This is an optimization exercise on Yosys and OpenROAD, whose aim is small area, not a production implementation.
Only simulation tests tie the RTL to the original design; equivalence was not proved.
No activity file was given, so power comes from the tool's default toggle rates.

Design gpu_frontend_top, start of the top module:
module gpu_frontend_top (
  input  logic                                clk,
  input  logic                                rst_n,
  input  logic [gpu_pipe_pkg::apb_addr_w-1:0] paddr,
  input  logic                                psel,
  input  logic                                penable,
  input  logic                                pwrite,
  input  logic [gpu_pipe_pkg::data_w-1:0]     pwdata,
  output logic [gpu_pipe_pkg::data_w-1:0]     prdata,
  output logic                                pready,
  output logic                                pslverr,
  output logic                                out_valid,
  input  logic                                out_ready,
  output logic [gpu_pipe_pkg::addr_w-1:0]     out_pc,
  output logic [gpu_pipe_pkg::warp_w-1:0]     out_warp,
  output logic [gpu_isa_pkg::opc_w-1:0]       out_opcode,
  output logic [gpu_isa_pkg::f3_w-1:0]        out_funct3,
  output logic [gpu_isa_pkg::reg_w-1:0]       out_rd,
  output logic [gpu_isa_pkg::reg_w-1:0]       out_rs1,
  output logic [gpu_isa_pkg::reg_w-1:0]       out_rs2,
  output logic [gpu_pipe_pkg::data_w-1:0]     out_imm,
  output logic                                illegal_inst
);
For scale: roughly 1,400 cells after synthesis, ~170 I/O pins, ~24,000 um2 of cells after synthesis.
==> flow/config.mk <==
export PLATFORM = sky130hd
export DESIGN_NAME = gpu_frontend_top
export DESIGN_NICKNAME = gpu_frontend_top
export VERILOG_FILES = /design/flow/design.v
export SDC_FILE = /design/flow/constraint.sdc
export NUM_CORES = 4
export LEC_CHECK = 0
export CAP_MARGIN = 20
export CORE_MARGIN = 2
export CORE_UTILIZATION = 60
export PLACE_DENSITY = 0.75
export SLEW_MARGIN = 20
==> flow/constraint.sdc <==
create_clock -name core_clock -period 6.0 [get_ports {clk}]
set_input_delay 1.2000 -clock core_clock [delete_from_list [all_inputs] [get_ports {clk}]]
set_output_delay 1.2000 -clock core_clock [all_outputs]
set_load 0.01 [all_outputs]
standard.sh (not shown) runs the stock make flow with config.mk's settings and CLKGATE_MAP_FILE= SYNTH_SCRIPT=/design/flow/synth_recipe.tcl, a recipe that flattens the netlist after the stock synthesis.
==> flow/flow/run.sh <==
#!/bin/bash
# Own layout flow: the standard ORFS flow (standard.sh) with changes that
# only affect how the layout is made:
#  - synthesis keeps the combinational pc_adder module apart until mapping;
#    ABC maps pc_adder with a speed-oriented script (flow/abc_fast.script)
#    and everything else with an area-oriented one (flow/abc_area.script).
#    Registers are mapped by ORFS as usual, and synth_recipe.tcl flattens and
#    renames as in the standard synthesis;
#  - every input and output port still gets a buffer, but a buf_1;
#  - CTS builds the tree from clkbuf_8 with larger sink clusters and
#    without dummy loads.
# Each ORFS step writes its full log under orfs/logs/; make's own output
# goes to flow_synth.log and flow_layout.log here.
set -euo pipefail
WORK=$(pwd)
rm -rf "$WORK/scripts_own"
cp -r "$FLOW_HOME/scripts" "$WORK/scripts_own"
cp "$WORK/flow/abc_area.script" "$WORK/scripts_own/abc_speed.script"
cp "$WORK/flow/abc_fast.script" "$WORK/scripts_own/abc_fast.script"
python3 - "$WORK/scripts_own/synth.tcl" <<'PY'
import sys
p = sys.argv[1]
s = open(p).read()
old = "  log_cmd abc {*}$abc_args\n"
new = """  if { [llength [tee -q -s result.string select -list-mod pc_adder]] > 0 } {
    set abc_fast_args [lreplace $abc_args 1 1 $::env(SCRIPTS_DIR)/abc_fast.script]
    log_cmd abc {*}$abc_fast_args pc_adder
    log_cmd abc {*}$abc_args * pc_adder %d
  } else {
    log_cmd abc {*}$abc_args
  }
"""
assert s.count(old) == 1
open(p, "w").write(s.replace(old, new))
PY
export SCRIPTS_DIR="$WORK/scripts_own"
export SYNTH_KEEP_MODULES=pc_adder
export BUFFER_PORTS_ARGS="-buffer_cell sky130_fd_sc_hd__buf_1"
export CTS_ARGS="-sink_clustering_enable -repair_clock_nets -dont_use_dummy_load -buf_list sky130_fd_sc_hd__clkbuf_8 -sink_clustering_size 18 -sink_clustering_max_diameter 60"
bash standard.sh synth > "$WORK/flow_synth.log" 2>&1
bash standard.sh > "$WORK/flow_layout.log" 2>&1
==> flow/flow/abc_area.script <==
&get -n
&st
&syn2
&synch2
&dch -f
&nf -a
&st
&syn3
&synch2
&dch -f
&nf -a
&st
&syn4
&dch -f
&nf -a
&st
&syn3
&synch2
&dch -f
&nf -a
&st
&syn4
&dch -f
&nf -a
&put
topo
stime -c
==> flow/flow/abc_fast.script <==
&get -n
&st
&syn2
&synch2
&dch -f
&nf -a
&st
&syn3
&synch2
&dch -f
&nf -a
&st
&syn4
&dch -f
&nf -a
&st
&syn3
&synch2
&dch -f
&nf -a
&st
&if -g -K 6
&synch2
&nf -R 20
&put
topo
stime -c
Rerun with:
==> flow/flow/abc_area.script (replaced) <==
&get -n
&st
&syn2
&synch2
&dch -f
&nf -a -A 10 -F 16 -C 32
&st
&syn3
&synch2
&dch -f
&nf -a -A 10 -F 16 -C 32
&st
&syn4
&dch -f
&nf -a -A 10 -F 16 -C 32
&put
topo
stime -c
CORE_UTILIZATION = 70   (was 60)
PLACE_DENSITY = 0.85   (was 0.75)
Effect:
- final cell count falls by 5.1%
- wire length fell by 6.9%
- combinational power drops by about 2%
- sequential power hardly moves
- worst setup slack improves by 0.012 ns
- die area falls by 15%
- clock skew is about the same


== alpha ==
Another version of the RTL of gpu_frontend_top (not shown whole).
Size in the first run: roughly 630 flip-flops.
make LEC_CHECK=0 CAP_MARGIN=20 CORE_MARGIN=2 CORE_UTILIZATION=40 PLACE_DENSITY=0.6 SLEW_MARGIN=20 finish   # period 6.0 ns
run.sh (not shown) runs the stock make flow with config.mk's settings and CLKGATE_MAP_FILE= SYNTH_SCRIPT=/design/flow/synth_recipe.tcl, a recipe that flattens the netlist after the stock synthesis.
Stock flow here: none of the scripts above is used.
#### Input delta (beta over alpha)
- swapping 0.6 for 0.75 in PLACE_DENSITY
- swapping 40 for 60 in CORE_UTILIZATION
==> flow/flow/run.sh (new file) <==
#!/bin/bash
# Own layout flow: the standard ORFS flow with three changes that only
# affect how the layout is made:
#  - ABC maps the logic with an area-oriented script (flow/abc_area.script)
#    in place of ORFS's speed script; registers are untouched;
#  - every input and output port still gets a buffer, but a buf_1;
#  - CTS builds the tree from clkbuf_8 with larger sink clusters and
#    without dummy loads.
# Each step's full output is in orfs/logs/...; make's output in the logs below.
set -euo pipefail
WORK=$(pwd)
rm -rf "$WORK/scripts_own"
cp -r "$FLOW_HOME/scripts" "$WORK/scripts_own"
cp "$WORK/flow/abc_area.script" "$WORK/scripts_own/abc_speed.script"
export SCRIPTS_DIR="$WORK/scripts_own"
export BUFFER_PORTS_ARGS="-buffer_cell sky130_fd_sc_hd__buf_1"
export CTS_ARGS="-sink_clustering_enable -repair_clock_nets -dont_use_dummy_load -buf_list sky130_fd_sc_hd__clkbuf_8 -sink_clustering_size 20 -sink_clustering_max_diameter 60"
bash standard.sh synth > "$WORK/flow_synth.log" 2>&1
bash standard.sh > "$WORK/flow_layout.log" 2>&1
==> flow/flow/abc_area.script (new file) <==
&get -n
&st
&syn2
&synch2
&dch -f
&nf -a
&st
&syn3
&synch2
&dch -f
&nf -a
&st
&syn4
&dch -f
&nf -a
&st
&syn3
&synch2
&dch -f
&nf -a
&st
&syn4
&dch -f
&nf -a
&put
topo
stime -c
==> flow/standard.sh (new file) <==
#!/bin/bash
# synth_recipe.tcl (not shown) runs the flow's synth.tcl, then flattens the netlist and writes it again
# the make line also repeats each setting of config.mk as NAME=value (left out here)
make -C /OpenROAD-flow-scripts/flow DESIGN_CONFIG=/design/flow/config.mk WORK_HOME=/design/flow/orfs CLKGATE_MAP_FILE= SYNTH_SCRIPT=/design/flow/synth_recipe.tcl "${@:-finish}"
removed: flow/run.sh
Results
alpha did not stop at any stage, and its layout met the timing, design-rule and antenna checks. [flow] beta | stages: complete | final checks: fail | reason: negative setup slack. Compare beta and alpha | required time of the critical path lower: alpha. Taking beta over alpha, the weighted congestion at the end of routability-driven global placement ratio works out to 1.05. Summary: worst setup slack, beta worse than alpha. The lower detailed-routing wirelength on met1 of beta and alpha is in beta. A capture point of the critical path of prdata[0] is what alpha shows, while split_table_inst.ent_q[0][31] belongs to beta. beta vs. alpha: area of all placed cells without fillers went down; switching power total decreased about 17%; number of unique standard cell types used by synthesis shows a reduction of 27.

separate check: timing with driven ports:
The flow's constraints put no driver on any port. The routed layouts listed below were extracted and timed again, unchanged, in two steps.
Step 1 assumes that a clkbuf_16 drives the clock port and a buf_2 every other input.
Step 2 adds t to the input delays and takes it off the output delays; t is the mean of the earliest and latest rising clock arrival at the registers after step 1. Input paths then give back, and output paths get back, about the clock's delay inside the block.
Slacks: ideal ports / drivers / drivers and shift; pairs: ideal ports / drivers.
run	t (ns)	setup WS [ns]	worst setup path after step 2
the first run of note 1	0.671	0.478 / 0.428 / 0.548	register to register
the second run of note 1	0.633	0.491 / 0.442 / 0.500	register to register
alpha	0.673	0.624 / 0.576 / 0.576	input to output
beta	0.633	-0.631 / -0.631 / -0.631	register to register
The setup slack of alpha, which loses most, moves by -0.048 ns with the drivers and by -0.048 ns with both steps.
